What follows belongs to an exercise in optimizing a design on an open flow for small area, a short achievable clock period and few clock cycles per item; a production flow would make more cautious choices.
No run shown here included a check of the RTL's function; only the layout flow was run.
Power figures rest on the tool's default switching activity, not on a simulated workload.

==> flow/design.v (outline; a module is shown in full before it is edited, if it fits) <==
// module csa_fa: 9 lines
// module csa_ha: 8 lines
// module binary_neuron: 1000 lines
module binary_neuron (
    input  logic                    clk,
    input  logic                    reset,
    input  logic                    in_valid,
    output logic                    in_ready,
    input  logic [320:0]            in_req,
    output logic                    out_valid,
    input  logic                    out_ready,
    output logic [9:0]              out_sum
);
  // ...
==> flow/flow/run.sh <==
#!/bin/bash
# The standard layout (standard.sh: ORFS synthesis to final layout), with
# two changes:
#  - the input and output ports are buffered with the smallest buffer,
#    sky130_fd_sc_hd__buf_1, instead of the cell buffer_ports picks by default
#    (clkdlybuf4s50_1); later repair steps may still resize them;
#  - clock tree synthesis adds no dummy loads to the clock tree, and groups
#    the flip-flops into clusters of up to 15 within 75 um for its leaf
#    buffers (instead of searching for a clustering itself).
set -euo pipefail
export BUFFER_PORTS_ARGS="-buffer_cell sky130_fd_sc_hd__buf_1"
export CTS_ARGS="-sink_clustering_enable -repair_clock_nets -buf_list sky130_fd_sc_hd__clkbuf_8 -dont_use_dummy_load -sink_clustering_size 15 -sink_clustering_max_diameter 75"
bash standard.sh > standard_flow.log 2>&1
==> flow/standard.sh <==
#!/bin/bash
# synth_recipe.tcl (not shown) runs the flow's synth.tcl, then flattens the netlist and writes it again
# the make line also repeats each setting of config.mk as NAME=value (left out here)
make -C /OpenROAD-flow-scripts/flow DESIGN_CONFIG=/design/flow/config.mk WORK_HOME=/design/flow/orfs CLKGATE_MAP_FILE= SYNTH_SCRIPT=/design/flow/synth_recipe.tcl "${@:-finish}"
==> flow/config.mk <==
export PLATFORM = sky130hd
export DESIGN_NAME = binary_neuron
export DESIGN_NICKNAME = binary_neuron
export VERILOG_FILES = /design/flow/design.v
export SDC_FILE = /design/flow/constraint.sdc
export NUM_CORES = 4
export LEC_CHECK = 0
export CAP_MARGIN = 20
export CORE_MARGIN = 2
export CORE_UTILIZATION = 40
export CTS_BUF_LIST = sky130_fd_sc_hd__clkbuf_8
export SLEW_MARGIN = 20
export SYNTH_HIERARCHICAL = 1
export SYNTH_MINIMUM_KEEP_SIZE = 0
==> flow/constraint.sdc <==
create_clock -name core_clock -period 6.0 [get_ports {clk}]
set_input_delay 1.2000 -clock core_clock [delete_from_list [all_inputs] [get_ports {clk}]]
set_output_delay 1.2000 -clock core_clock [all_outputs]
set_load 0.01 [all_outputs]
==> out/results.txt, run 1 <==
Outcome -> no timing/DRC/antenna violations
Comb pwr -> 4110 µW
Worst R2R Setup Slack -> 3220 ps
GRT Residual Overflow -> 0
Clock network fraction of total power -> 0.107
Met3 WL post-DR -> 1250 µm
Synthesized instance count -> 1215
DP Wirelength -> 30600 µm
CTS sink count -> 272
Register area -> 0.00595 mm²
CP startpoint -> r3_c476
Biggest Area Class -> multi-input gates
Clk slew on worst S/H paths -> 90 ps
Detailed-route via count -> 9368
Fmax -> 359 MHz
Count leader, synth -> fa_1
Netlist cell types -> 40
Non-clock buffer share -> 0.0731
Inverters -> 33
Sw Ratio -> 0.389
CP max FO -> 5
Nonclk buf count -> 336
Post-synthesis adder-cell area fraction -> 0.335
CTS H-tree lvls -> 1
Combinational Power Share -> 0.502
Vias in the first global route -> 9931
Fin nets -> 2148
CP Class -> flop to flop
Multi-input logic portion of the cell area -> 0.521
ANT cells -> 0
Final Power -> 8180 µW
Largest net degree at the start of global routing -> 23
==> run 2: changes to the inputs <==
--- a/flow/design.v
+++ b/flow/design.v
@@ -214,19 +214,19 @@
     wire p2_61 = in_req[75] ^ (~in_req[3] & (in_req[73] | in_req[74]));
     wire q3_61 = ~(in_req[76] ^ (~in_req[3] & (in_req[73] | in_req[74] | in_req[75])));
     wire p1_62 = in_req[70] ^ (~in_req[2] & in_req[69]);
     wire p2_62 = in_req[71] ^ (~in_req[2] & (in_req[69] | in_req[70]));
     wire q3_62 = ~(in_req[72] ^ (~in_req[2] & (in_req[69] | in_req[70] | in_req[71])));
     wire p1_63 = in_req[66] ^ (~in_req[1] & in_req[65]);
     wire p2_63 = in_req[67] ^ (~in_req[1] & (in_req[65] | in_req[66]));
     wire q3_63 = ~(in_req[68] ^ (~in_req[1] & (in_req[65] | in_req[66] | in_req[67])));
-    logic r1_s39, r1_s41, r1_s43, r1_s45, r1_s47, r1_s49, r1_s51, r1_s53, r1_s55, r1_s107, r1_c44, r1_c46, r1_c48, r1_c50, r1_c52, r1_c54, r1_c56, r1_s109, r1_s111, r1_s113, r1_s115, r1_s117, r1_s119, r1_s121, r1_s123, r1_s125, r1_s127, r1_s129, r1_s131, r1_s133, r1_s135, r1_c110, r1_c112, r1_c114, r1_c116, r1_c118, r1_c120, r1_c122, r1_s161, r1_s163, r1_s165, r1_s167, r1_s169, r1_s171, r1_s173, r1_s175, r1_s177, r1_s179, r1_s181, r1_s183, r1_s185, r1_s187, r1_s189, r1_s191, r1_s193, r1_s195, r1_s197, r1_s199, r1_s201, r1_c124, r1_c126, r1_c128, r1_c130, r1_c132, r1_c134, r1_c136, r1_s203, r1_s205, r1_s207, r1_s209, r1_s211, r1_s213, r1_s215, r1_s217, r1_c200, r1_c202, r1_s273, r1_s275, r1_s277, r1_s279, r1_s281, r1_s283, r1_s285, r1_s287, r1_s289, r1_s291, r1_s293, r1_s295, r1_s297, r1_s299, r1_s301, r1_s303, r1_s305, r1_s307, r1_s309, r1_s311, r1_s313, r1_c204, r1_c206, r1_c208, r1_c210, r1_c212, r1_c214, r1_c216, r1_c218, r1_s315, r1_s317, r1_s319, r1_s321, r1_s323, r1_s325, r1_s327, r1_c314, r1_c316, r1_c318, r1_c320, r1_c322, r1_c324, r1_c326, r1_c328, r1_s393, r1_s395, r1_s397, r1_s399, r1_s401, r1_s403, r1_s405, r1_c394, r1_c396, r1_c398, r1_c400, r1_c402, r1_c404, r1_c406;
-    logic r2_s257, r2_s259, r2_c158, r2_c160, r2_s261, r2_s263, r2_s265, r2_s367, r2_s369, r2_c262, r2_c264, r2_s371, r2_c266, r2_s373, r2_s375, r2_s377, r2_s379, r2_s425, r2_c372, r2_c374, r2_c376, r2_c378, r2_s427, r2_s429, r2_c380, r2_s431, r2_s433, r2_s435, r2_c430, r2_c432, r2_c434, r2_c436, r2_s463, r2_s465, r2_s467, r2_s483, r2_c464, r2_c466, r2_s485, r2_c468, r2_c484, r2_c486, r2_s63, r2_s157, r2_s159;
-    logic r3_s447, r3_c392, r3_s449, r3_s475, r3_c448, r3_c450, r3_s477, r3_c476, r3_s489, r3_c478, r3_s491, r3_c492, r3_s499, r3_s63, r3_s157, r3_s271, r3_s391, r3_s503, r3_c504, r3_s159;
+    logic r1_s39, r1_s41, r1_s43, r1_s45, r1_s47, r1_s49, r1_s51, r1_s53, r1_s55, r1_s83, r1_s85, r1_s87, r1_s101, r1_s103, r1_s105, r1_s107, r1_c44, r1_c46, r1_c48, r1_c50, r1_c52, r1_c54, r1_c56, r1_s109, r1_s111, r1_s113, r1_s115, r1_s117, r1_s119, r1_s121, r1_s123, r1_s125, r1_s127, r1_s131, r1_s133, r1_c110, r1_c112, r1_c114, r1_c116, r1_c118, r1_c120, r1_c122, r1_s161, r1_s163, r1_s165, r1_s167, r1_s169, r1_s171, r1_s173, r1_s175, r1_s177, r1_s179, r1_s181, r1_s183, r1_s185, r1_s187, r1_s189, r1_s191, r1_s193, r1_s195, r1_s197, r1_s199, r1_s201, r1_c124, r1_c126, r1_c128, r1_c132, r1_c134, r1_s203, r1_s205, r1_s207, r1_s209, r1_s211, r1_s213, r1_s215, r1_s217, r1_c200, r1_c202, r1_s273, r1_s275, r1_s277, r1_s279, r1_s281, r1_s283, r1_s285, r1_s287, r1_s289, r1_s291, r1_s293, r1_s295, r1_s297, r1_s299, r1_s301, r1_s303, r1_s305, r1_s307, r1_s309, r1_s311, r1_s313, r1_c204, r1_c206, r1_c208, r1_c210, r1_c212, r1_c214, r1_c216, r1_c218, r1_s315, r1_s317, r1_s319, r1_s321, r1_s323, r1_s325, r1_s327, r1_c308, r1_c310, r1_c312, r1_c314, r1_c316, r1_c318, r1_c320, r1_c322, r1_c324, r1_c326, r1_c328, r1_s393, r1_s395, r1_s397, r1_s399, r1_s401, r1_s403, r1_c394, r1_c396, r1_c398, r1_c400, r1_c402, r1_c404;
+    logic r2_c160, r2_s261, r2_s263, r2_s265, r2_s267, r2_c264, r2_s371, r2_c266, r2_s373, r2_s375, r2_s377, r2_s379, r2_c268, r2_s381, r2_s425, r2_c372, r2_c374, r2_c376, r2_c378, r2_s427, r2_s429, r2_c380, r2_s431, r2_s433, r2_s435, r2_c382, r2_c432, r2_c434, r2_s461, r2_s463, r2_c436, r2_s465, r2_s467, r2_c462, r2_c464, r2_c466, r2_s485, r2_c468, r2_s497, r2_c498, r2_s63, r2_s157, r2_s159;
+    logic r3_s447, r3_c392, r3_s449, r3_s473, r3_s475, r3_c450, r3_s477, r3_c476, r3_s489, r3_c478, r3_s491, r3_c492, r3_s499, r3_c498, r3_c500, r3_s63, r3_s157, r3_s271, r3_s391, r3_s159;
     wire s1 = ~(in_req[317] ^ in_req[313]);
     wire c2 = in_req[317] | in_req[313];
     wire s3, c4;
     csa_fa u_s3 (.a(in_req[309]), .b(in_req[305]), .c(in_req[301]), .s(s3), .co(c4));
     wire s5, c6;
     csa_fa u_s5 (.a(in_req[297]), .b(in_req[293]), .c(in_req[289]), .s(s5), .co(c6));
     wire s7, c8;
     csa_fa u_s7 (.a(in_req[285]), .b(in_req[281]), .c(in_req[277]), .s(s7), .co(c8));
@@ -346,45 +346,45 @@
     csa_fa u_s121 (.a(c38), .b(c40), .c(c42), .s(s121), .co(c122));
     wire s123, c124;
     csa_fa u_s123 (.a(s65), .b(s67), .c(s69), .s(s123), .co(c124));
     wire s125, c126;
     csa_fa u_s125 (.a(s71), .b(s73), .c(s75), .s(s125), .co(c126));
     wire s127, c128;
     csa_fa u_s127 (.a(s77), .b(s79), .c(s81), .s(s127), .co(c128));
     wire s129, c130;
-    csa_fa u_s129 (.a(s83), .b(s85), .c(s87), .s(s129), .co(c130));
+    csa_fa u_s129 (.a(r1_s83), .b(r1_s85), .c(r1_s87), .s(s129), .co(c130));
     wire s131, c132;
     csa_fa u_s131 (.a(s89), .b(s91), .c(s93), .s(s131), .co(c132));
     wire s133, c134;
     csa_fa u_s133 (.a(s95), .b(s97), .c(s99), .s(s133), .co(c134));
     wire s135, c136;
-    csa_fa u_s135 (.a(s101), .b(s103), .c(s105), .s(s135), .co(c136));
+    csa_fa u_s135 (.a(r1_s101), .b(r1_s103), .c(r1_s105), .s(s135), .co(c136));
     wire s137, c138;
     csa_fa u_s137 (.a(r1_s107), .b(r1_c44), .c(r1_c46), .s(s137), .co(c138));
     wire s139, c140;
     csa_fa u_s139 (.a(r1_c48), .b(r1_c50), .c(r1_c52), .s(s139), .co(c140));
     wire s141, c142;
     csa_fa u_s141 (.a(r1_c54), .b(r1_c56), .c(r1_s109), .s(s141), .co(c142));
     wire s143, c144;
     csa_fa u_s143 (.a(r1_s111), .b(r1_s113), .c(r1_s115), .s(s143), .co(c144));
     wire s145, c146;
     csa_fa u_s145 (.a(r1_s117), .b(r1_s119), .c(r1_s121), .s(s145), .co(c146));
     wire s147, c148;
     csa_fa u_s147 (.a(r1_s123), .b(r1_s125), .c(r1_s127), .s(s147), .co(c148));
     wire s149, c150;
-    csa_fa u_s149 (.a(r1_s129), .b(r1_s131), .c(r1_s133), .s(s149), .co(c150));
+    csa_fa u_s149 (.a(r1_s131), .b(r1_s133), .c(c58), .s(s149), .co(c150));
     wire s151, c152;
-    csa_fa u_s151 (.a(r1_s135), .b(c58), .c(c60), .s(s151), .co(c152));
+    csa_fa u_s151 (.a(c60), .b(c62), .c(s129), .s(s151), .co(c152));
     wire s153, c154;
-    csa_fa u_s153 (.a(c62), .b(s137), .c(s139), .s(s153), .co(c154));
+    csa_fa u_s153 (.a(s135), .b(s137), .c(s139), .s(s153), .co(c154));
     wire s155, c156;
     csa_fa u_s155 (.a(s141), .b(s143), .c(s145), .s(s155), .co(c156));
     wire s157, c158;
-    csa_fa u_s157 (.a(s147), .b(s149), .c(c64), .s(s157), .co(c158));
+    csa_fa u_s157 (.a(s147), .b(c64), .c(s149), .s(s157), .co(c158));
     wire s159, c160;
     csa_fa u_s159 (.a(s151), .b(s153), .c(s155), .s(s159), .co(c160));
     wire s161 = ~(p2_0 ^ p2_1);
     wire c162 = p2_0 | p2_1;
     wire s163, c164;
     csa_fa u_s163 (.a(p2_2), .b(p2_3), .c(p2_4), .s(s163), .co(c164));
     wire s165, c166;
     csa_fa u_s165 (.a(p2_5), .b(p2_6), .c(p2_7), .s(s165), .co(c166));
@@ -456,49 +456,49 @@
     csa_fa u_s231 (.a(r1_s183), .b(r1_s185), .c(r1_s187), .s(s231), .co(c232));
     wire s233, c234;
     csa_fa u_s233 (.a(r1_s189), .b(r1_s191), .c(r1_s193), .s(s233), .co(c234));
     wire s235, c236;
     csa_fa u_s235 (.a(r1_s195), .b(r1_s197), .c(r1_s199), .s(s235), .co(c236));
     wire s237, c238;
     csa_fa u_s237 (.a(r1_s201), .b(r1_c124), .c(r1_c126), .s(s237), .co(c238));
     wire s239, c240;
-    csa_fa u_s239 (.a(r1_c128), .b(r1_c130), .c(r1_c132), .s(s239), .co(c240));
+    csa_fa u_s239 (.a(r1_c128), .b(r1_c132), .c(r1_c134), .s(s239), .co(c240));
     wire s241, c242;
-    csa_fa u_s241 (.a(r1_c134), .b(r1_c136), .c(r1_s203), .s(s241), .co(c242));
+    csa_fa u_s241 (.a(r1_s203), .b(r1_s205), .c(r1_s207), .s(s241), .co(c242));
     wire s243, c244;
-    csa_fa u_s243 (.a(r1_s205), .b(r1_s207), .c(r1_s209), .s(s243), .co(c244));
+    csa_fa u_s243 (.a(r1_s209), .b(r1_s211), .c(r1_s213), .s(s243), .co(c244));
     wire s245, c246;
-    csa_fa u_s245 (.a(r1_s211), .b(r1_s213), .c(r1_s215), .s(s245), .co(c246));
+    csa_fa u_s245 (.a(r1_s215), .b(r1_s217), .c(c130), .s(s245), .co(c246));
     wire s247, c248;
-    csa_fa u_s247 (.a(r1_s217), .b(c138), .c(c140), .s(s247), .co(c248));
+    csa_fa u_s247 (.a(c136), .b(c138), .c(c140), .s(s247), .co(c248));
     wire s249, c250;
     csa_fa u_s249 (.a(c142), .b(c144), .c(c146), .s(s249), .co(c250));
     wire s251, c252;
-    csa_fa u_s251 (.a(c148), .b(c150), .c(s219), .s(s251), .co(c252));
+    csa_fa u_s251 (.a(c148), .b(s219), .c(s221), .s(s251), .co(c252));
     wire s253, c254;
-    csa_fa u_s253 (.a(s221), .b(s223), .c(s225), .s(s253), .co(c254));
+    csa_fa u_s253 (.a(s223), .b(s225), .c(s227), .s(s253), .co(c254));
     wire s255, c256;
-    csa_fa u_s255 (.a(s227), .b(s229), .c(s231), .s(s255), .co(c256));
+    csa_fa u_s255 (.a(s229), .b(s231), .c(s233), .s(s255), .co(c256));
     wire s257, c258;
-    csa_fa u_s257 (.a(s233), .b(s235), .c(s237), .s(s257), .co(c258));
+    csa_fa u_s257 (.a(s235), .b(s237), .c(s239), .s(s257), .co(c258));
     wire s259, c260;
-    csa_fa u_s259 (.a(s239), .b(s241), .c(s243), .s(s259), .co(c260));
+    csa_fa u_s259 (.a(s241), .b(s243), .c(c150), .s(s259), .co(c260));
     wire s261, c262;
-    csa_fa u_s261 (.a(s245), .b(c152), .c(c154), .s(s261), .co(c262));
+    csa_fa u_s261 (.a(c152), .b(c154), .c(c156), .s(s261), .co(c262));
     wire s263, c264;
-    csa_fa u_s263 (.a(c156), .b(s247), .c(s249), .s(s263), .co(c264));
+    csa_fa u_s263 (.a(s245), .b(s247), .c(s249), .s(s263), .co(c264));
     wire s265, c266;
     csa_fa u_s265 (.a(s251), .b(s253), .c(s255), .s(s265), .co(c266));
     wire s267, c268;
-    csa_fa u_s267 (.a(r2_s257), .b(r2_s259), .c(r2_c158), .s(s267), .co(c268));
+    csa_fa u_s267 (.a(s257), .b(c158), .c(s259), .s(s267), .co(c268));
     wire s269, c270;
     csa_fa u_s269 (.a(r2_c160), .b(r2_s261), .c(r2_s263), .s(s269), .co(c270));
     wire s271, c272;
-    csa_fa u_s271 (.a(r2_s265), .b(s267), .c(s269), .s(s271), .co(c272));
+    csa_fa u_s271 (.a(r2_s265), .b(r2_s267), .c(s269), .s(s271), .co(c272));
     wire s273 = ~(q3_0 ^ q3_1);
     wire c274 = q3_0 | q3_1;
     wire s275, c276;
     csa_fa u_s275 (.a(q3_2), .b(q3_3), .c(q3_4), .s(s275), .co(c276));
     wire s277, c278;
     csa_fa u_s277 (.a(q3_5), .b(q3_6), .c(q3_7), .s(s277), .co(c278));
     wire s279, c280;
     csa_fa u_s279 (.a(q3_8), .b(q3_9), .c(q3_10), .s(s279), .co(c280));
@@ -580,158 +580,158 @@
     csa_fa u_s355 (.a(c222), .b(c224), .c(c226), .s(s355), .co(c356));
     wire s357, c358;
     csa_fa u_s357 (.a(c228), .b(c230), .c(c232), .s(s357), .co(c358));
     wire s359, c360;
     csa_fa u_s359 (.a(c234), .b(c236), .c(c238), .s(s359), .co(c360));
     wire s361, c362;
     csa_fa u_s361 (.a(c240), .b(c242), .c(c244), .s(s361), .co(c362));
     wire s363, c364;
-    csa_fa u_s363 (.a(c246), .b(s329), .c(s331), .s(s363), .co(c364));
+    csa_fa u_s363 (.a(s329), .b(s331), .c(s333), .s(s363), .co(c364));
     wire s365, c366;
-    csa_fa u_s365 (.a(s333), .b(s335), .c(s337), .s(s365), .co(c366));
+    csa_fa u_s365 (.a(s335), .b(s337), .c(s339), .s(s365), .co(c366));
     wire s367, c368;
-    csa_fa u_s367 (.a(s339), .b(s341), .c(s343), .s(s367), .co(c368));
+    csa_fa u_s367 (.a(s341), .b(s343), .c(s345), .s(s367), .co(c368));
     wire s369, c370;
-    csa_fa u_s369 (.a(s345), .b(s347), .c(s349), .s(s369), .co(c370));
+    csa_fa u_s369 (.a(s347), .b(s349), .c(s351), .s(s369), .co(c370));
     wire s371, c372;
-    csa_fa u_s371 (.a(s351), .b(c248), .c(c250), .s(s371), .co(c372));
+    csa_fa u_s371 (.a(c246), .b(c248), .c(c250), .s(s371), .co(c372));
     wire s373, c374;
     csa_fa u_s373 (.a(c252), .b(c254), .c(c256), .s(s373), .co(c374));
     wire s375, c376;
-    csa_fa u_s375 (.a(c258), .b(c260), .c(s353), .s(s375), .co(c376));
+    csa_fa u_s375 (.a(c258), .b(s353), .c(s355), .s(s375), .co(c376));
     wire s377, c378;
-    csa_fa u_s377 (.a(s355), .b(s357), .c(s359), .s(s377), .co(c378));
+    csa_fa u_s377 (.a(s357), .b(s359), .c(s361), .s(s377), .co(c378));
     wire s379, c380;
-    csa_fa u_s379 (.a(s361), .b(s363), .c(s365), .s(s379), .co(c380));
+    csa_fa u_s379 (.a(s363), .b(s365), .c(s367), .s(s379), .co(c380));
     wire s381, c382;
-    csa_fa u_s381 (.a(r2_s367), .b(r2_s369), .c(r2_c262), .s(s381), .co(c382));
+    csa_fa u_s381 (.a(s369), .b(c260), .c(c262), .s(s381), .co(c382));
     wire s383, c384;
     csa_fa u_s383 (.a(r2_c264), .b(r2_s371), .c(r2_c266), .s(s383), .co(c384));
     wire s385, c386;
     csa_fa u_s385 (.a(r2_s373), .b(r2_s375), .c(r2_s377), .s(s385), .co(c386));
     wire s387, c388;
-    csa_fa u_s387 (.a(r2_s379), .b(c268), .c(c270), .s(s387), .co(c388));
+    csa_fa u_s387 (.a(r2_s379), .b(r2_c268), .c(r2_s381), .s(s387), .co(c388));
     wire s389, c390;
-    csa_fa u_s389 (.a(s381), .b(s383), .c(s385), .s(s389), .co(c390));
+    csa_fa u_s389 (.a(c270), .b(s383), .c(s385), .s(s389), .co(c390));
     wire s391, c392;
-    csa_fa u_s391 (.a(c272), .b(s387), .c(s389), .s(s391), .co(c392));
+    csa_fa u_s391 (.a(s387), .b(c272), .c(s389), .s(s391), .co(c392));
     wire s393 = ~(c274 ^ c276);
     wire c394 = c274 | c276;
     wire s395, c396;
     csa_fa u_s395 (.a(c278), .b(c280), .c(c282), .s(s395), .co(c396));
     wire s397, c398;
     csa_fa u_s397 (.a(c284), .b(c286), .c(c288), .s(s397), .co(c398));
     wire s399, c400;
     csa_fa u_s399 (.a(c290), .b(c292), .c(c294), .s(s399), .co(c400));
     wire s401, c402;
     csa_fa u_s401 (.a(c296), .b(c298), .c(c300), .s(s401), .co(c402));
     wire s403, c404;
     csa_fa u_s403 (.a(c302), .b(c304), .c(c306), .s(s403), .co(c404));
     wire s405, c406;
-    csa_fa u_s405 (.a(c308), .b(c310), .c(c312), .s(s405), .co(c406));
+    csa_fa u_s405 (.a(r1_c308), .b(r1_c310), .c(r1_c312), .s(s405), .co(c406));
     wire s407, c408;
     csa_fa u_s407 (.a(r1_c314), .b(r1_c316), .c(r1_c318), .s(s407), .co(c408));
     wire s409, c410;
     csa_fa u_s409 (.a(r1_c320), .b(r1_c322), .c(r1_c324), .s(s409), .co(c410));
     wire s411, c412;
     csa_fa u_s411 (.a(r1_c326), .b(r1_c328), .c(r1_s393), .s(s411), .co(c412));
     wire s413, c414;
     csa_fa u_s413 (.a(r1_s395), .b(r1_s397), .c(r1_s399), .s(s413), .co(c414));
     wire s415, c416;
-    csa_fa u_s415 (.a(r1_s401), .b(r1_s403), .c(r1_s405), .s(s415), .co(c416));
+    csa_fa u_s415 (.a(r1_s401), .b(r1_s403), .c(c330), .s(s415), .co(c416));
     wire s417, c418;
-    csa_fa u_s417 (.a(c330), .b(c332), .c(c334), .s(s417), .co(c418));
+    csa_fa u_s417 (.a(c332), .b(c334), .c(c336), .s(s417), .co(c418));
     wire s419, c420;
-    csa_fa u_s419 (.a(c336), .b(c338), .c(c340), .s(s419), .co(c420));
+    csa_fa u_s419 (.a(c338), .b(c340), .c(c342), .s(s419), .co(c420));
     wire s421, c422;
-    csa_fa u_s421 (.a(c342), .b(c344), .c(c346), .s(s421), .co(c422));
+    csa_fa u_s421 (.a(c344), .b(c346), .c(c348), .s(s421), .co(c422));
     wire s423, c424;
-    csa_fa u_s423 (.a(c348), .b(c350), .c(c352), .s(s423), .co(c424));
+    csa_fa u_s423 (.a(c350), .b(c352), .c(s405), .s(s423), .co(c424));
     wire s425, c426;
     csa_fa u_s425 (.a(s407), .b(s409), .c(s411), .s(s425), .co(c426));
     wire s427, c428;
-    csa_fa u_s427 (.a(s413), .b(s415), .c(c354), .s(s427), .co(c428));
+    csa_fa u_s427 (.a(s413), .b(c354), .c(c356), .s(s427), .co(c428));
     wire s429, c430;
-    csa_fa u_s429 (.a(c356), .b(c358), .c(c360), .s(s429), .co(c430));
+    csa_fa u_s429 (.a(c358), .b(c360), .c(c362), .s(s429), .co(c430));
     wire s431, c432;
-    csa_fa u_s431 (.a(c362), .b(c364), .c(c366), .s(s431), .co(c432));
+    csa_fa u_s431 (.a(c364), .b(c366), .c(c368), .s(s431), .co(c432));
     wire s433, c434;
-    csa_fa u_s433 (.a(c368), .b(c370), .c(s417), .s(s433), .co(c434));
+    csa_fa u_s433 (.a(c370), .b(s415), .c(s417), .s(s433), .co(c434));
     wire s435, c436;
     csa_fa u_s435 (.a(s419), .b(s421), .c(s423), .s(s435), .co(c436));
     wire s437, c438;
     csa_fa u_s437 (.a(r2_s425), .b(r2_c372), .c(r2_c374), .s(s437), .co(c438));
     wire s439, c440;
     csa_fa u_s439 (.a(r2_c376), .b(r2_c378), .c(r2_s427), .s(s439), .co(c440));
     wire s441, c442;
     csa_fa u_s441 (.a(r2_s429), .b(r2_c380), .c(r2_s431), .s(s441), .co(c442));
     wire s443, c444;
-    csa_fa u_s443 (.a(r2_s433), .b(r2_s435), .c(c382), .s(s443), .co(c444));
+    csa_fa u_s443 (.a(r2_s433), .b(r2_s435), .c(r2_c382), .s(s443), .co(c444));
     wire s445, c446;
-    csa_fa u_s445 (.a(c384), .b(c386), .c(s437), .s(s445), .co(c446));
+    csa_fa u_s445 (.a(c384), .b(c386), .c(c388), .s(s445), .co(c446));
     wire s447, c448;
-    csa_fa u_s447 (.a(s439), .b(s441), .c(c388), .s(s447), .co(c448));
+    csa_fa u_s447 (.a(s437), .b(s439), .c(s441), .s(s447), .co(c448));
     wire s449, c450;
-    csa_fa u_s449 (.a(c390), .b(s443), .c(s445), .s(s449), .co(c450));
+    csa_fa u_s449 (.a(s443), .b(c390), .c(s445), .s(s449), .co(c450));
     wire s451, c452;
     csa_fa u_s451 (.a(r3_s447), .b(r3_c392), .c(r3_s449), .s(s451), .co(c452));
     wire s453 = ~(r1_c394 ^ r1_c396);
     wire c454 = r1_c394 | r1_c396;
     wire s455, c456;
     csa_fa u_s455 (.a(r1_c398), .b(r1_c400), .c(r1_c402), .s(s455), .co(c456));
     wire s457, c458;
-    csa_fa u_s457 (.a(r1_c404), .b(r1_c406), .c(c408), .s(s457), .co(c458));
+    csa_fa u_s457 (.a(r1_c404), .b(c406), .c(c408), .s(s457), .co(c458));
     wire s459, c460;
     csa_fa u_s459 (.a(c410), .b(c412), .c(c414), .s(s459), .co(c460));
     wire s461, c462;
-    csa_fa u_s461 (.a(c416), .b(s453), .c(s455), .s(s461), .co(c462));
+    csa_fa u_s461 (.a(s453), .b(s455), .c(c416), .s(s461), .co(c462));
     wire s463, c464;
     csa_fa u_s463 (.a(c418), .b(c420), .c(c422), .s(s463), .co(c464));
     wire s465, c466;
     csa_fa u_s465 (.a(c424), .b(c426), .c(s457), .s(s465), .co(c466));
     wire s467, c468;
-    csa_fa u_s467 (.a(s459), .b(s461), .c(c428), .s(s467), .co(c468));
+    csa_fa u_s467 (.a(s459), .b(c428), .c(c430), .s(s467), .co(c468));
     wire s469, c470;
-    csa_fa u_s469 (.a(r2_c430), .b(r2_c432), .c(r2_c434), .s(s469), .co(c470));
+    csa_fa u_s469 (.a(r2_c432), .b(r2_c434), .c(r2_s461), .s(s469), .co(c470));
     wire s471, c472;
-    csa_fa u_s471 (.a(r2_c436), .b(r2_s463), .c(r2_s465), .s(s471), .co(c472));
+    csa_fa u_s471 (.a(r2_s463), .b(r2_c436), .c(r2_s465), .s(s471), .co(c472));
     wire s473, c474;
     csa_fa u_s473 (.a(r2_s467), .b(c438), .c(c440), .s(s473), .co(c474));
     wire s475, c476;
-    csa_fa u_s475 (.a(c442), .b(s469), .c(s471), .s(s475), .co(c476));
+    csa_fa u_s475 (.a(c442), .b(c444), .c(s469), .s(s475), .co(c476));
     wire s477, c478;
-    csa_fa u_s477 (.a(c444), .b(c446), .c(s473), .s(s477), .co(c478));
+    csa_fa u_s477 (.a(s471), .b(c446), .c(c448), .s(s477), .co(c478));
     wire s479, c480;
-    csa_fa u_s479 (.a(r3_s475), .b(r3_c448), .c(r3_c450), .s(s479), .co(c480));
+    csa_fa u_s479 (.a(r3_s473), .b(r3_s475), .c(r3_c450), .s(s479), .co(c480));
     wire s481, c482;
     csa_fa u_s481 (.a(r3_s477), .b(c452), .c(s479), .s(s481), .co(c482));
     wire s483 = ~(c454 ^ c456);
     wire c484 = c454 | c456;
     wire s485, c486;
-    csa_fa u_s485 (.a(c458), .b(c460), .c(c462), .s(s485), .co(c486));
+    csa_fa u_s485 (.a(c458), .b(c460), .c(s483), .s(s485), .co(c486));
     wire s487, c488;
-    csa_fa u_s487 (.a(r2_s483), .b(r2_c464), .c(r2_c466), .s(s487), .co(c488));
+    csa_fa u_s487 (.a(r2_c462), .b(r2_c464), .c(r2_c466), .s(s487), .co(c488));
     wire s489, c490;
     csa_fa u_s489 (.a(r2_s485), .b(r2_c468), .c(c470), .s(s489), .co(c490));
     wire s491, c492;
     csa_fa u_s491 (.a(c472), .b(s487), .c(c474), .s(s491), .co(c492));
     wire s493, c494;
     csa_fa u_s493 (.a(r3_c476), .b(r3_s489), .c(r3_c478), .s(s493), .co(c494));
     wire s495, c496;
     csa_fa u_s495 (.a(r3_s491), .b(c480), .c(s493), .s(s495), .co(c496));
-    wire s497 = ~(r2_c484 ^ r2_c486);
-    wire c498 = r2_c484 | r2_c486;
+    wire s497 = ~(c484 ^ c486);
+    wire c498 = c484 | c486;
     wire s499, c500;
-    csa_fa u_s499 (.a(c488), .b(s497), .c(c490), .s(s499), .co(c500));
+    csa_fa u_s499 (.a(r2_s497), .b(c488), .c(c490), .s(s499), .co(c500));
     wire s501, c502;
     csa_fa u_s501 (.a(r3_c492), .b(r3_s499), .c(c494), .s(s501), .co(c502));
-    wire s503 = ~(c498 ^ c500);
-    wire c504 = c498 | c500;
-    wire [9:0] row_a = {r3_c504, r3_s503, c496, c482, s481, s451, r3_s391, r3_s271, r3_s157, r3_s63};
+    wire s503 = ~(r3_c498 ^ r3_c500);
+    wire c504 = r3_c498 | r3_c500;
+    wire [9:0] row_a = {c504, s503, c496, c482, s481, s451, r3_s391, r3_s271, r3_s157, r3_s63};
     wire [9:0] row_b = {1'b0, c502, s501, s495, 1'b0, 1'b0, 1'b0, 1'b0, r3_s159, 1'b0};
     wire [9:0] total = row_a + row_b;
     logic         accept, pop;
     logic [4:0] pending, pending_next;
     assign accept = in_valid && in_ready;
     assign pop    = out_valid && out_ready;
     always_comb begin
         case ({accept, pop})
@@ -762,16 +762,22 @@
         r1_s41 <= s41;
         r1_s43 <= s43;
         r1_s45 <= s45;
         r1_s47 <= s47;
         r1_s49 <= s49;
         r1_s51 <= s51;
         r1_s53 <= s53;
         r1_s55 <= s55;
+        r1_s83 <= s83;
+        r1_s85 <= s85;
+        r1_s87 <= s87;
+        r1_s101 <= s101;
+        r1_s103 <= s103;
+        r1_s105 <= s105;
         r1_s107 <= s107;
         r1_c44 <= c44;
         r1_c46 <= c46;
         r1_c48 <= c48;
         r1_c50 <= c50;
         r1_c52 <= c52;
         r1_c54 <= c54;
         r1_c56 <= c56;
@@ -780,20 +786,18 @@
         r1_s113 <= s113;
         r1_s115 <= s115;
         r1_s117 <= s117;
         r1_s119 <= s119;
         r1_s121 <= s121;
         r1_s123 <= s123;
         r1_s125 <= s125;
         r1_s127 <= s127;
-        r1_s129 <= s129;
         r1_s131 <= s131;
         r1_s133 <= s133;
-        r1_s135 <= s135;
         r1_c110 <= c110;
         r1_c112 <= c112;
         r1_c114 <= c114;
         r1_c116 <= c116;
         r1_c118 <= c118;
         r1_c120 <= c120;
         r1_c122 <= c122;
         r1_s161 <= s161;
@@ -815,20 +819,18 @@
         r1_s193 <= s193;
         r1_s195 <= s195;
         r1_s197 <= s197;
         r1_s199 <= s199;
         r1_s201 <= s201;
         r1_c124 <= c124;
         r1_c126 <= c126;
         r1_c128 <= c128;
-        r1_c130 <= c130;
         r1_c132 <= c132;
         r1_c134 <= c134;
-        r1_c136 <= c136;
         r1_s203 <= s203;
         r1_s205 <= s205;
         r1_s207 <= s207;
         r1_s209 <= s209;
         r1_s211 <= s211;
         r1_s213 <= s213;
         r1_s215 <= s215;
         r1_s217 <= s217;
@@ -865,106 +867,105 @@
         r1_c218 <= c218;
         r1_s315 <= s315;
         r1_s317 <= s317;
         r1_s319 <= s319;
         r1_s321 <= s321;
         r1_s323 <= s323;
         r1_s325 <= s325;
         r1_s327 <= s327;
+        r1_c308 <= c308;
+        r1_c310 <= c310;
+        r1_c312 <= c312;
         r1_c314 <= c314;
         r1_c316 <= c316;
         r1_c318 <= c318;
         r1_c320 <= c320;
         r1_c322 <= c322;
         r1_c324 <= c324;
         r1_c326 <= c326;
         r1_c328 <= c328;
         r1_s393 <= s393;
         r1_s395 <= s395;
         r1_s397 <= s397;
         r1_s399 <= s399;
         r1_s401 <= s401;
         r1_s403 <= s403;
-        r1_s405 <= s405;
         r1_c394 <= c394;
         r1_c396 <= c396;
         r1_c398 <= c398;
         r1_c400 <= c400;
         r1_c402 <= c402;
         r1_c404 <= c404;
-        r1_c406 <= c406;
     end
     always_ff @(posedge clk) begin
-        r2_s257 <= s257;
-        r2_s259 <= s259;
-        r2_c158 <= c158;
         r2_c160 <= c160;
         r2_s261 <= s261;
         r2_s263 <= s263;
         r2_s265 <= s265;
-        r2_s367 <= s367;
-        r2_s369 <= s369;
-        r2_c262 <= c262;
+        r2_s267 <= s267;
         r2_c264 <= c264;
         r2_s371 <= s371;
         r2_c266 <= c266;
         r2_s373 <= s373;
         r2_s375 <= s375;
         r2_s377 <= s377;
         r2_s379 <= s379;
+        r2_c268 <= c268;
+        r2_s381 <= s381;
         r2_s425 <= s425;
         r2_c372 <= c372;
         r2_c374 <= c374;
         r2_c376 <= c376;
         r2_c378 <= c378;
         r2_s427 <= s427;
         r2_s429 <= s429;
         r2_c380 <= c380;
         r2_s431 <= s431;
         r2_s433 <= s433;
         r2_s435 <= s435;
-        r2_c430 <= c430;
+        r2_c382 <= c382;
         r2_c432 <= c432;
         r2_c434 <= c434;
-        r2_c436 <= c436;
+        r2_s461 <= s461;
         r2_s463 <= s463;
+        r2_c436 <= c436;
         r2_s465 <= s465;
         r2_s467 <= s467;
-        r2_s483 <= s483;
+        r2_c462 <= c462;
         r2_c464 <= c464;
         r2_c466 <= c466;
         r2_s485 <= s485;
         r2_c468 <= c468;
-        r2_c484 <= c484;
-        r2_c486 <= c486;
+        r2_s497 <= s497;
+        r2_c498 <= c498;
         r2_s63 <= s63;
         r2_s157 <= s157;
         r2_s159 <= s159;
     end
     always_ff @(posedge clk) begin
         r3_s447 <= s447;
         r3_c392 <= c392;
         r3_s449 <= s449;
+        r3_s473 <= s473;
         r3_s475 <= s475;
-        r3_c448 <= c448;
         r3_c450 <= c450;
         r3_s477 <= s477;
         r3_c476 <= c476;
         r3_s489 <= s489;
         r3_c478 <= c478;
         r3_s491 <= s491;
         r3_c492 <= c492;
         r3_s499 <= s499;
+        r3_c498 <= r2_c498;
+        r3_c500 <= c500;
         r3_s63 <= r2_s63;
         r3_s157 <= r2_s157;
         r3_s271 <= s271;
         r3_s391 <= s391;
-        r3_s503 <= s503;
-        r3_c504 <= c504;
         r3_s159 <= r2_s159;
     end
     logic [9:0]      q_data [0:3];
     logic [3:0]    q_wr, q_rd, q_occ;
     logic [9:0]      q_head;
     logic            q_empty;
     logic            result;        
     logic            head_load;     
==> run 2 against run 1 <==
First-iteration DRC count shrank 13%. Sequential power about the same. Non-clock buffer count stayed put. Critical path type unchanged. Power rose by 1.1%. Still clean. Die area grew 0.19%. Clock power increased by 2%. Largest cell class unchanged.
==> out/results.txt, run 2 <==
Commonest cells post-synth -> fa_1 (243), dfxtp_1 (223), nor2_1 (220) (was fa_1 (243), dfxtp_1 (222), nor2_1 (215))
Clk slew on worst S/H paths -> 100 ps (was 90 ps)
GRT Residual Overflow -> 0 (unchanged)
RSZ-0062 raised after global routing -> false (unchanged)
Avg Synthesized Cell Area -> 12.4 µm² (about the same)
Hold WS -> 334 ps (was 333 ps)
TritonCTS buffer count -> 22 (unchanged)
Die span in x -> 199 µm (was 198 µm)
Final setup fails -> 0 (unchanged)
Row cnt -> 71 (unchanged)
ANT cells -> 0 (unchanged)
DP Wirelength -> 30400 µm (was 30600 µm)
Initial antenna violation count -> 0 (unchanged)
Yosys top cell by area -> fa_1 (unchanged)
Cell Pwr Density -> 479 mW/mm² (was 474 mW/mm²)
Min-Delay Path Class -> flop to flop (unchanged)
Synthesized flop and latch total -> 273 (was 272)
Leak Pwr -> 0.00629 µW (about the same)
CTS H-tree lvls -> 1 (unchanged)
Drt pass-1 iters -> 4 (unchanged)
EDFF count, synth -> 50 (unchanged)
Netlist cell types -> 38 (was 40)
Cts repair resizes -> 0 (unchanged)
Final number of hold-violating endpoints -> 0 (unchanged)
Top post-synthesis cells by area -> fa_1 (32%), dfxtp_1 (29%), edfxtp_1 (9.9%) (unchanged)
Fmax -> 355 MHz (was 359 MHz)
P&R area growth vs syn -> 14.1% (was 14.2%)
Antenna-violating nets left -> 0 (unchanged)
Fin Clk Skew -> 86.2 ps (was 63.3 ps)
Post-CTS Setup Repair Bufs -> 0 (unchanged)
Hold Path Depth -> 0 (unchanged)
Top FF cell, synth -> dfxtp_1 (unchanged)
First-pass GRT wire length -> 54900 µm (was 54000 µm)
VDD IR max -> 0.000390 V (was 0.000309 V)
GP Congestion -> 0.832 (was 0.850)
Synthesized instance count -> 1221 (was 1215)
Multi-input logic area -> 0.00900 mm² (was 0.00899 mm²)
Fin cells -> 2078 (was 2073)
CP Launch Type -> flop (unchanged)
Final period util -> 0.470 (was 0.464)
Wire length on met1 -> 14600 µm (was 14400 µm)
Post-synth top area share -> 0.321 (was 0.322)
WP data required -> 6260 ps (was 6390 ps)
IO Pins -> 337 (unchanged)
CTS tree -> yes (unchanged)
WP data arrival -> 3080 ps (was 3170 ps)
Outcome -> no timing/DRC/antenna violations (unchanged)
Worst-margin pin slew -> 948 ps (was 1010 ps)
Mapped Nets -> 1805 (was 1799)
IO buf count -> 336 (unchanged)
Most common cell after layout, fill and taps aside -> buf_1 (unchanged)
Clk buf depth -> 3 (unchanged)
Synth warn -> 8 (unchanged)
Met3 WL post-DR -> 1410 µm (was 1250 µm)
CP max FO -> 5 (unchanged)
Largest reg by FF count -> q_data (unchanged)
Final min period -> 2820 ps (was 2780 ps)
Fin nets -> 2153 (was 2148)
Reg2Reg Depth -> 7 (unchanged)
Placed Cells -> 2056 (was 2051)
Top sig layer -> met4 (unchanged)
FILL cells -> 3572 (was 3510)
Via density -> 4.54 (was 4.52)
Register area -> 0.00597 mm² (was 0.00595 mm²)
Max FFs per register -> 40 (unchanged)
Met2 WL -> 18700 µm (was 18900 µm)
Area of the core -> 0.0375 mm² (was 0.0374 mm²)
CP Capture Type -> flop (unchanged)
DR WL/cell -> 16.9 µm (was 17.0 µm)
Clock Latency Late Sink -> 570 ps (was 550 ps)
Largest net degree at the start of global routing -> 23 (unchanged)
Async SR Flop Fraction -> 0 (unchanged)
Slew margin rel. -> 0.368 (was 0.328)
Slew Limit Fails -> 0 (unchanged)
Post-Syn Area -> 0.0151 mm² (about the same)
Largest registers -> q_data (40), out_sum (10), pending (5) (unchanged)
TNS Setup -> 0 ps (unchanged)
DR iter-0 viols -> 256 (was 293)
Commonest non-fill, non-tap cells in the layout -> buf_1 (336), fa_1 (243), dfxtp_1 (223) (was buf_1 (336), fa_1 (243), dfxtp_1 (222))
Max-cap violations -> 0 (unchanged)
DIE AREA -> 0.0394 mm² (about the same)
Seq/Total Area, Yosys -> 0.394 (was 0.393)
Count leader, synth -> fa_1 (unchanged)
Root buffer cell -> clkbuf_8 (unchanged)
# DRC -> 0 (unchanged)
Fraction of final layout cells sized beyond drive strength 1 -> 0.0198 (was 0.0211)
Hold-fix buffers, CTS -> 0 (unchanged)
Die Span Y -> 199 µm (was 198 µm)
CP Class -> flop to flop (unchanged)
Detailed-route via count -> 9442 (was 9368)
Global Route Usage Sum -> 0.184 (about the same)
Final WL -> 35200 µm (about the same)
CTS sink count -> 273 (was 272)
Vias in the first global route -> 10.1k (was 9931)
Effective utilization at floorplan -> 0.404 (about the same)
run 2: changes by cell type after synthesis, sizes merged, moves of 2 or more:
cell    before  now
xor2        68   66
nand3        9   12
xnor2      131  133
inv         32   30
and3         3    1
buf          1    4
clkbuf      10    8
nor2       215  220
run 2: per-module statistics from Yosys (local to each module, per instance):
module / cells / flops+latches
binary_neuron: 978 / 273
csa_fa: 1 / 0
run 2: through the flow:
step / util / instance area (µm²) / total power [µW] / setup WS [ps]
after floorplan: - / 15100 / 5820 / 3400
final: 0.461 / 17300 / 8270 / 3180
after global routing: 0.461 / 17300 / 9120 / 3010
after CTS: 0.461 / 17300 / 8420 / 3170
after detailed placement: 0.453 / 17000 / 7510 / 3080
after global placement: 0.453 / 17000 / 7390 / 3050
run 2: final timing paths:
check | from | end | slack, ps
max | r3_c476 | out_sum[9] | 3180
min | r2_s157 | r3_s157 | 330
max reg2reg | r3_c476 | out_sum[9] | 3180
min reg2reg | r2_s157 | r3_s157 | 330
run 2: final cells by class:
| class | instances | area share |
|---|---|---|
| Tap cell | 511 | 0.0370 |
| Inverter | 31 | 0.00673 |
| Timing Repair Buffer | 336 | 0.0730 |
| Clock buffer | 22 | 0.0175 |
| Sequential cell | 273 | 0.345 |
| Multi-Input combinational cell | 905 | 0.521 |
run 2: power by group:
group / total [µW] / switching, µW / internal, µW
clock network: 893 / 564 / 329
registers: 3200 / 359 / 2840
logic: 4180 / 2310 / 1880
total: 8270 / 3230 / 5040
run 2: kinds of logic (layout without fill, tap and decap cells):
| group | after synthesis | after routing | synth area share |
|---|---|---|---|
| XOR/XNOR | 199 | 199 | 0.115 |
| AND/OR/NAND/NOR | 390 | 390 | 0.118 |
| flip-flops | 273 | 273 | 0.394 |
| adder cells (fa/ha/maj) | 259 | 259 | 0.334 |
| multiplexers | 5 | 5 | 0.00339 |
| buffers and inverters | 43 | 389 | 0.0118 |
| AO/OA/AOI/OAI | 52 | 52 | 0.0235 |
run 2: worst max-delay path, stage by stage (launching register included):
cell and delay, ps:
dfxtp_1 340, fa_1 570, fa_1 420, ha_1 360, nand4_1 100, o2111ai_1 220
xnor2_1 180, mux2_2 320
run 2: metal layers:
layer	vias to the layer above	GRT usage
met5	-	0
met4	0	0.0265
met3	29	0.0226
met2	233	0.339
met1	4596	0.237
li1	4584	-

[afterwards: timing with drivers on the ports]
How much do the figures lean on ideal ports? The routed layouts below were timed once more, with nothing changed but the port constraints.
Step 1 sets driving cells, clkbuf_16 on the clock port and buf_2 on the other inputs (assumed; they add their load-dependent delay and slew).
Step 2, shift: input delay + t, output delay - t, t = (earliest + latest rising clock arrival at the registers) / 2. This alone moves slack from input paths to output paths.
a / b / c = ideal / step 1 / step 2; a / b = the first two.
run	t, ns	setup slack, ns	latest minus earliest clock arrival (ns)	worst register clock-pin slew, ns	worst data-port slew with drivers (ns)
run 1	0.566	3.216 / 3.216 / 2.934	0.064 / 0.064	0.10 / 0.10	0.07
run 2	0.572	3.179 / 3.179 / 3.166	0.087 / 0.087	0.10 / 0.10	0.06
After both steps every run listed still meets setup and hold. For run 1, which loses most, drivers alone change the setup slack by 0.000 ns; drivers and shift together by -0.282 ns.
